This is an optimization exercise on Yosys and OpenROAD, whose aim is small area, not a production implementation. The RTL was checked by simulation tests, not by an equivalence proof against the original design. Power and IR drop assume default switching activity.

Design conv5x5_top, start of the top module:
module conv5x5_top (
  input  wire logic             clk,
  input  wire logic             rst,
  input  wire conv_pkg::pixel_t row0,      
  input  wire conv_pkg::pixel_t row1,
  input  wire conv_pkg::pixel_t row2,
  input  wire conv_pkg::pixel_t row3,
  input  wire conv_pkg::pixel_t row4,      
  output conv_pkg::pixel_t      pix_out    
);
==> flow/config.mk <==
export PLATFORM = sky130hd
export DESIGN_NAME = conv5x5_top
export DESIGN_NICKNAME = conv5x5_top
export VERILOG_FILES = /design/flow/design.v
export SDC_FILE = /design/flow/constraint.sdc
export NUM_CORES = 4
export LEC_CHECK = 0
export CAP_MARGIN = 20
export CORE_MARGIN = 2
export CORE_UTILIZATION = 65
export SLEW_MARGIN = 20
export SYNTH_HIERARCHICAL = 1
==> flow/constraint.sdc <==
create_clock -name core_clock -period 4.0 [get_ports {clk}]
set_input_delay 0.8000 -clock core_clock [delete_from_list [all_inputs] [get_ports {clk}]]
set_output_delay 0.8000 -clock core_clock [all_outputs]
set_load 0.01 [all_outputs]
standard.sh (not shown) runs the stock make flow with config.mk's settings and CLKGATE_MAP_FILE= SYNTH_SCRIPT=/design/flow/synth_recipe.tcl, a recipe that flattens the netlist after the stock synthesis.
==> flow/flow/run.sh <==
#!/bin/bash
export BUFFER_PORTS_ARGS="-buffer_cell sky130_fd_sc_hd__buf_1"
export CTS_ARGS="-sink_clustering_enable -repair_clock_nets -dont_use_dummy_load -sink_clustering_size 10 -sink_clustering_max_diameter 50 -buf_list sky130_fd_sc_hd__clkbuf_4"
bash standard.sh > standard.log 2>&1
Then changed:
==> flow/flow/run.sh (replaced) <==
#!/bin/bash
export BUFFER_PORTS_ARGS="-buffer_cell sky130_fd_sc_hd__buf_1"
export CTS_ARGS="-sink_clustering_enable -repair_clock_nets -dont_use_dummy_load -sink_clustering_size 11 -sink_clustering_max_diameter 50 -buf_list sky130_fd_sc_hd__clkbuf_4"
bash standard.sh > standard.log 2>&1
CORE_UTILIZATION = 75   (was 65)
The new run ran to the end with no violations; via count came out lower slightly; hold slack gets better by 30 ps; total power goes up slightly; register-to-register slack gets better by 70 ps; area after synthesis does not change; synthesized cell count is unchanged; sequential share of layout area is higher by 0.52 points; global-route usage increases by 2.6 points; first-iteration DRC count increases by a quarter to a third.
Then changed:
CORE_UTILIZATION = 65   (was 75)
Setup slack is worse by 33 ps.
Utilization came out lower by 11 points.
Non-clock buffer count stays the same.
Power came out lower by a few percent.
Via count stays flat.
Synthesized area does not change.
Global-route usage came out lower by 3.2 points.
Cell count came out higher by a few percent.
Sequential power stays flat.
Then changed:
==> flow/flow/run.sh (replaced) <==
#!/bin/bash
export BUFFER_PORTS_ARGS="-buffer_cell sky130_fd_sc_hd__buf_1"
export CTS_ARGS="-sink_clustering_enable -repair_clock_nets -dont_use_dummy_load -sink_clustering_size 12 -sink_clustering_max_diameter 40 -buf_list sky130_fd_sc_hd__clkbuf_4"
bash standard.sh > standard.log 2>&1
CORE_UTILIZATION = 80   (was 65)
PLACE_DENSITY = 0.75   (was not set)
Sequential share of layout area climbs by 0.36 points.
Maximum frequency is lower by 0.54%.
Core utilization climbs by 16 points.
Worst setup slack loses 21 ps.
Final cell count goes down by about 5%.
Area after synthesis is unchanged.
Then changed:
==> flow/flow/run.sh (replaced) <==
#!/bin/bash
export BUFFER_PORTS_ARGS="-buffer_cell sky130_fd_sc_hd__buf_1"
export CTS_ARGS="-sink_clustering_enable -repair_clock_nets -dont_use_dummy_load -sink_clustering_size 13 -sink_clustering_max_diameter 35 -buf_list sky130_fd_sc_hd__clkbuf_4"
bash standard.sh > standard.log 2>&1
CORE_UTILIZATION = 85   (was 80)
PLACE_DENSITY = not set   (was 0.75)
Effect: Now the flow aborted during detailed placement (DPL-0033); synthesized cell count does not change; synthesized area is unchanged.

Another version of the RTL of conv5x5_top (not shown whole).
For scale: ~570 cells after synthesis, ~280 flip-flops, ~50 I/O pins, roughly 9300 um^2 of cells after synthesis.
// conv5x5_top
module conv5x5_top (
  input  wire logic             clk,
  input  wire logic             rst,
  input  wire conv_pkg::pixel_t row0,      
  input  wire conv_pkg::pixel_t row1,
  input  wire conv_pkg::pixel_t row2,
  input  wire conv_pkg::pixel_t row3,
  input  wire conv_pkg::pixel_t row4,      
  output conv_pkg::pixel_t      pix_out    
);
==> flow/config.mk <==
export PLATFORM = sky130hd
export DESIGN_NAME = conv5x5_top
export DESIGN_NICKNAME = conv5x5_top
export VERILOG_FILES = /design/flow/design.v
export SDC_FILE = /design/flow/constraint.sdc
export NUM_CORES = 4
export LEC_CHECK = 0
export CAP_MARGIN = 20
export CORE_MARGIN = 2
export CORE_UTILIZATION = 40
export SLEW_MARGIN = 20
export SYNTH_HIERARCHICAL = 1
==> flow/constraint.sdc <==
create_clock -name core_clock -period 4.0 [get_ports {clk}]
set_input_delay 0.8000 -clock core_clock [delete_from_list [all_inputs] [get_ports {clk}]]
set_output_delay 0.8000 -clock core_clock [all_outputs]
set_load 0.01 [all_outputs]
==> flow/flow/run.sh <==
#!/bin/bash
# standard layout; ports buffered with the smallest buffer, clock tree without dummy loads
export BUFFER_PORTS_ARGS="-buffer_cell sky130_fd_sc_hd__buf_1"
export CTS_ARGS="-sink_clustering_enable -repair_clock_nets -dont_use_dummy_load -sink_clustering_size 20 -sink_clustering_max_diameter 100"
bash standard.sh > standard.log 2>&1
Edit:
==> flow/run.sh (new file) <==
#!/bin/bash
# synth_recipe.tcl (not shown) runs the flow's synth.tcl, then flattens the netlist and writes it again
# the make line also repeats each setting of config.mk as NAME=value (left out here)
make -C /OpenROAD-flow-scripts/flow DESIGN_CONFIG=/design/flow/config.mk WORK_HOME=/design/flow/orfs CLKGATE_MAP_FILE= SYNTH_SCRIPT=/design/flow/synth_recipe.tcl finish
CTS_BUF_LIST = sky130_fd_sc_hd__clkbuf_4   (was unset)
removed: flow/flow/run.sh
removed: flow/standard.sh
What happened: Global-route usage increases by 0.95 points; count of clock-buffer cells in the layout increases by 88; flip-flop and latch count stays the same; critical path depth is unchanged; first-iteration DRC count decreases by 35%; sequential power stays flat; worst hold slack gains 25 ps; power increases by 8.7%; wire length increases by 7.2%.
Edit:
==> flow/flow/run.sh (new file) <==
#!/bin/bash
# standard layout, logged
bash standard.sh > standard.log 2>&1
==> flow/standard.sh (new file) <==
#!/bin/bash
# synth_recipe.tcl (not shown) runs the flow's synth.tcl, then flattens the netlist and writes it again
# the make line also repeats each setting of config.mk as NAME=value (left out here)
make -C /OpenROAD-flow-scripts/flow DESIGN_CONFIG=/design/flow/config.mk WORK_HOME=/design/flow/orfs CLKGATE_MAP_FILE= SYNTH_SCRIPT=/design/flow/synth_recipe.tcl "${@:-finish}"
CTS_BUF_LIST = unset   (was sky130_fd_sc_hd__clkbuf_4)
removed: flow/run.sh
Total power rose by 1.6%.
Sequential share of layout area hardly moves.
Setup slack stays flat.
Routed wire length fell by 2.1%.
Via count fell by 5.8%.
Cell count fell by 7.1%.
Edit:
==> flow/run.sh (new file) <==
#!/bin/bash
# synth_recipe.tcl (not shown) runs the flow's synth.tcl, then flattens the netlist and writes it again
# the make line also repeats each setting of config.mk as NAME=value (left out here)
make -C /OpenROAD-flow-scripts/flow DESIGN_CONFIG=/design/flow/config.mk WORK_HOME=/design/flow/orfs CLKGATE_MAP_FILE= SYNTH_SCRIPT=/design/flow/synth_recipe.tcl finish
CORE_UTILIZATION = 60   (was 40)
CTS_BUF_LIST = sky130_fd_sc_hd__clkbuf_8   (was unset)
CTS_CLUSTER_SIZE = 30   (was unset)
removed: flow/flow/run.sh
removed: flow/standard.sh
After rerunning: Cell area goes down by 1.3%; sequential share of layout area goes up by 0.67 points; first-iteration DRC count goes down by 16%; routed wire length goes up by 3.7%; synthesized area stays the same; global-route usage goes up by 6.3 points; clock-buffer cell count goes up by 15; setup slack loses 36 ps; via count goes up by 0.82%; die area goes down by 33%.
Edit:
CORE_UTILIZATION = 40   (was 60)
CTS_BUF_LIST = unset   (was sky130_fd_sc_hd__clkbuf_8)
CTS_CLUSTER_SIZE = unset   (was 30)
Effect:
- The changed run completed without violations
- total power grows by 1.1%
- routed wire length shrinks by 3.6%
- worst hold slack is about the same
- final area grows by 1.3%
- setup slack improved by 36 ps
- clock power grows by about 8%
Edit:
==> flow/flow/run.sh (new file) <==
#!/bin/bash
# standard layout; ports buffered with the smallest buffer, clock tree without dummy loads
export BUFFER_PORTS_ARGS="-buffer_cell sky130_fd_sc_hd__buf_1"
export CTS_ARGS="-sink_clustering_enable -repair_clock_nets -dont_use_dummy_load -sink_clustering_size 28 -sink_clustering_max_diameter 100"
bash standard.sh > standard.log 2>&1
==> flow/standard.sh (new file) <==
#!/bin/bash
# synth_recipe.tcl (not shown) runs the flow's synth.tcl, then flattens the netlist and writes it again
# the make line also repeats each setting of config.mk as NAME=value (left out here)
make -C /OpenROAD-flow-scripts/flow DESIGN_CONFIG=/design/flow/config.mk WORK_HOME=/design/flow/orfs CLKGATE_MAP_FILE= SYNTH_SCRIPT=/design/flow/synth_recipe.tcl "${@:-finish}"
removed: flow/run.sh
Global-route usage is lower by 0.70 points; fmax is higher by 2.0%; cell count is lower by 3.8%; clock-buffer cell count is lower by 23; via count is lower by 5.5%; cell area is lower by 8.1%; area after synthesis stays the same; power is lower by 12%; routed wire length is lower by 6.0%; setup slack improved by 74 ps.

== v25 ==
conv5x5_top, a different RTL version from the one above (not shown whole).
Size: about 550 cells after synthesis, roughly 50 I/O pins.
==> flow/design.v (excerpt) <==
module conv5x5_top (
  input  wire logic             clk,
  input  wire logic             rst,
  input  wire conv_pkg::pixel_t row0,      
  input  wire conv_pkg::pixel_t row1,
  input  wire conv_pkg::pixel_t row2,
  input  wire conv_pkg::pixel_t row3,
  input  wire conv_pkg::pixel_t row4,      
  output conv_pkg::pixel_t      pix_out    
);
clock: 4.0 ns
lec_check: 0
cap_margin: 20
core_margin: 2
core_utilization: 40
slew_margin: 20
synth_hierarchical: 1
==> flow/flow/run.sh <==
#!/bin/bash
export BUFFER_PORTS_ARGS="-buffer_cell sky130_fd_sc_hd__buf_1"
export CTS_ARGS="-sink_clustering_enable -repair_clock_nets -dont_use_dummy_load -sink_clustering_size 16 -sink_clustering_max_diameter 70 -buf_list sky130_fd_sc_hd__clkbuf_8"
bash standard.sh > standard.log 2>&1
v25 | stages: all done | timing, DRC, antenna: all pass
## Diff of input files: v26 against v25
==> flow/flow/run.sh <==
#!/bin/bash
export BUFFER_PORTS_ARGS="-buffer_cell sky130_fd_sc_hd__buf_1"
export CTS_ARGS="-sink_clustering_enable -repair_clock_nets -dont_use_dummy_load -sink_clustering_size 10 -sink_clustering_max_diameter 50 -buf_list sky130_fd_sc_hd__clkbuf_4"
bash standard.sh > standard.log 2>&1
## What came out
For the relative slew slack, v26 came in 0.32 points higher than v25 did.
v26 closes out successfully: all stages finished, all timing, DRC and antenna checks passed.
Final instance area: v26 < v25
v26 leaves less setup margin than v25.
Final worst hold slack | v26 below v25
Edits applied to the flow inputs when going from v26 to v42:
==> flow/flow/run.sh <==
#!/bin/bash
export BUFFER_PORTS_ARGS="-buffer_cell sky130_fd_sc_hd__buf_1"
export CTS_ARGS="-sink_clustering_enable -repair_clock_nets -dont_use_dummy_load -sink_clustering_size 12 -sink_clustering_max_diameter 60 -buf_list sky130_fd_sc_hd__clkbuf_4"
bash standard.sh > standard.log 2>&1
Findings:
Going from v26 to v42, area growth from synthesis to final layout moved down; post-route clock period utilization moved down; sequential share of layout area moved up; global routing met2 resource utilization level. Total power of v42 is lower than that of v26. Going from v26 to v42, sum of met2 wire segment lengths after detailed routing shrinks by about 0.34%. Any difference in count of multi-input gates between v42 and v26 is small enough to ignore. In summary, v42 completed successfully, with a layout that passed the timing, design-rule and antenna checks. Clock network power share: higher on v26. Re wire length: v42 is about 0.8% down on v26. Cmp v42 vs v26: shortest clock period the worst path allows after layout lower in v42.
Input-level comparison between v41 and v42:
Settings: swapping 40 for 65 in CORE_UTILIZATION.
==> flow/flow/run.sh <==
#!/bin/bash
export BUFFER_PORTS_ARGS="-buffer_cell sky130_fd_sc_hd__buf_1"
export CTS_ARGS="-sink_clustering_enable -repair_clock_nets -dont_use_dummy_load -sink_clustering_size 12 -sink_clustering_max_diameter 50 -buf_list sky130_fd_sc_hd__clkbuf_4"
bash standard.sh > standard.log 2>&1
Notes after the runs:
- v42 finished every step from synthesis to the final layout, and the layout passed the timing, design-rule and antenna checks.
- The final layout from v41, which completed every stage, passed the timing, design-rule and antenna checks at the end of the flow.
- Worst endpoint required time was higher in v42 than in v41.
- Die: v41 smaller than v42
- On final critical delay including setup and external delays, the higher figure sits with v41, not v42.
- Re number of failing hold endpoints at the final stage: no difference whatsoever between v42 and v41.
- Comparing v41 with v42, the power came out essentially unchanged.
- Transition time at the pin with the least slew margin ends up lower on v41.
- In v41, fmax is lower than in v42.
- Reported for v41 and v42, number of flops mapped to enable cells by yosys turned out identical to the last digit.
#### Input delta (v45 over v41)
==> flow/flow/run.sh <==
#!/bin/bash
export BUFFER_PORTS_ARGS="-buffer_cell sky130_fd_sc_hd__buf_1"
export CTS_ARGS="-sink_clustering_enable -repair_clock_nets -dont_use_dummy_load -sink_clustering_size 20 -sink_clustering_max_diameter 60 -buf_list {sky130_fd_sc_hd__clkbuf_4 sky130_fd_sc_hd__clkbuf_8}"
bash standard.sh > standard.log 2>&1
Notes after the runs:
Every stage of the flow completed for v45, and the final layout passed the timing, design-rule and antenna checks.
Compared with v41, v45 shows a lower routed wire length.
| per-cell via count in the routed design | v45 vs v41 | ≈ equal |
For the fraction of power consumed by the clock network, v45 came in 0.9 points higher than v41 did.
Compared v45 vs v41, and routed via count is down in v45.
diff inputs: v45 => v9
Settings: CORE_UTILIZATION now 40, was 65.
==> flow/flow/run.sh <==
#!/bin/bash
# standard layout; ports buffered with the smallest buffer, clock tree without dummy loads
export BUFFER_PORTS_ARGS="-buffer_cell sky130_fd_sc_hd__buf_1"
export CTS_ARGS="-sink_clustering_enable -repair_clock_nets -dont_use_dummy_load -sink_clustering_size 28 -sink_clustering_max_diameter 100"
bash standard.sh > standard.log 2>&1
v9 vs v45: routed wire length up by a few percent
Relative to v45, via count of the routed design has gone up in v9.
A capture point of the worst path of u_cascade.z3_10_0 is what v45 shows, while u_cascade.z4_10_0 belongs to v9.
| total global routing track utilization | v9 vs v45 | 5.9 points lower |

==> re-timing with driven ports <==
The results above use ideal ports. As a check the final layouts listed here were re-extracted and re-timed, cells and wires unchanged.
Step 1 (the two cells are an assumption about what drives the block):
set clk [get_ports {clk}]
set_driving_cell -lib_cell sky130_fd_sc_hd__clkbuf_16 $clk
set_driving_cell -lib_cell sky130_fd_sc_hd__buf_2 [delete_from_list [all_inputs] $clk]
Step 2 times the ports against the registers' clock, not the clock port: input delays grow and output delays shrink by t, the midpoint of the rising clock arrivals with the driver on.
a / b / c = ideal ports / drivers / drivers and shift; a / b = the first two.
run	shift t [ns]	setup slack, ns	worst setup path at the end	worst data-port slew with drivers (ns)	pins driven straight from the clock port
the first run of note 1	0.595	0.116 / 0.116 / 0.116	register to register	0.03	1
the second run of note 1	0.623	0.187 / 0.187 / 0.187	register to register	0.03	1
the third run of note 1	0.651	0.154 / 0.154 / 0.154	register to register	0.03	1
the fourth run of note 1	0.613	0.133 / 0.133 / 0.133	register to register	0.04	1
the first run of note 2	0.508	0.250 / 0.250 / 0.250	register to register	0.04	1
the second run of note 2	0.665	0.190 / 0.190 / 0.190	register to register	0.04	1
the third run of note 2	0.569	0.192 / 0.192 / 0.192	register to register	0.04	1
the fourth run of note 2	0.561	0.156 / 0.156 / 0.156	register to register	0.05	1
the fifth run of note 2	0.569	0.192 / 0.192 / 0.192	register to register	0.04	1
the sixth run of note 2	0.482	0.266 / 0.266 / 0.266	register to register	0.04	1
v25	0.539	0.277 / 0.277 / 0.277	register to register	0.04	1
v26	0.615	0.255 / 0.255 / 0.255	register to register	0.04	1
v42	0.659	0.282 / 0.282 / 0.282	register to register	0.04	1
v41	0.637	0.269 / 0.269 / 0.269	register to register	0.03	1
v45	0.522	0.296 / 0.296 / 0.296	register to register	0.03	1
v9	0.498	0.250 / 0.250 / 0.250	register to register	0.04	1
After both steps every run listed still meets setup and hold.
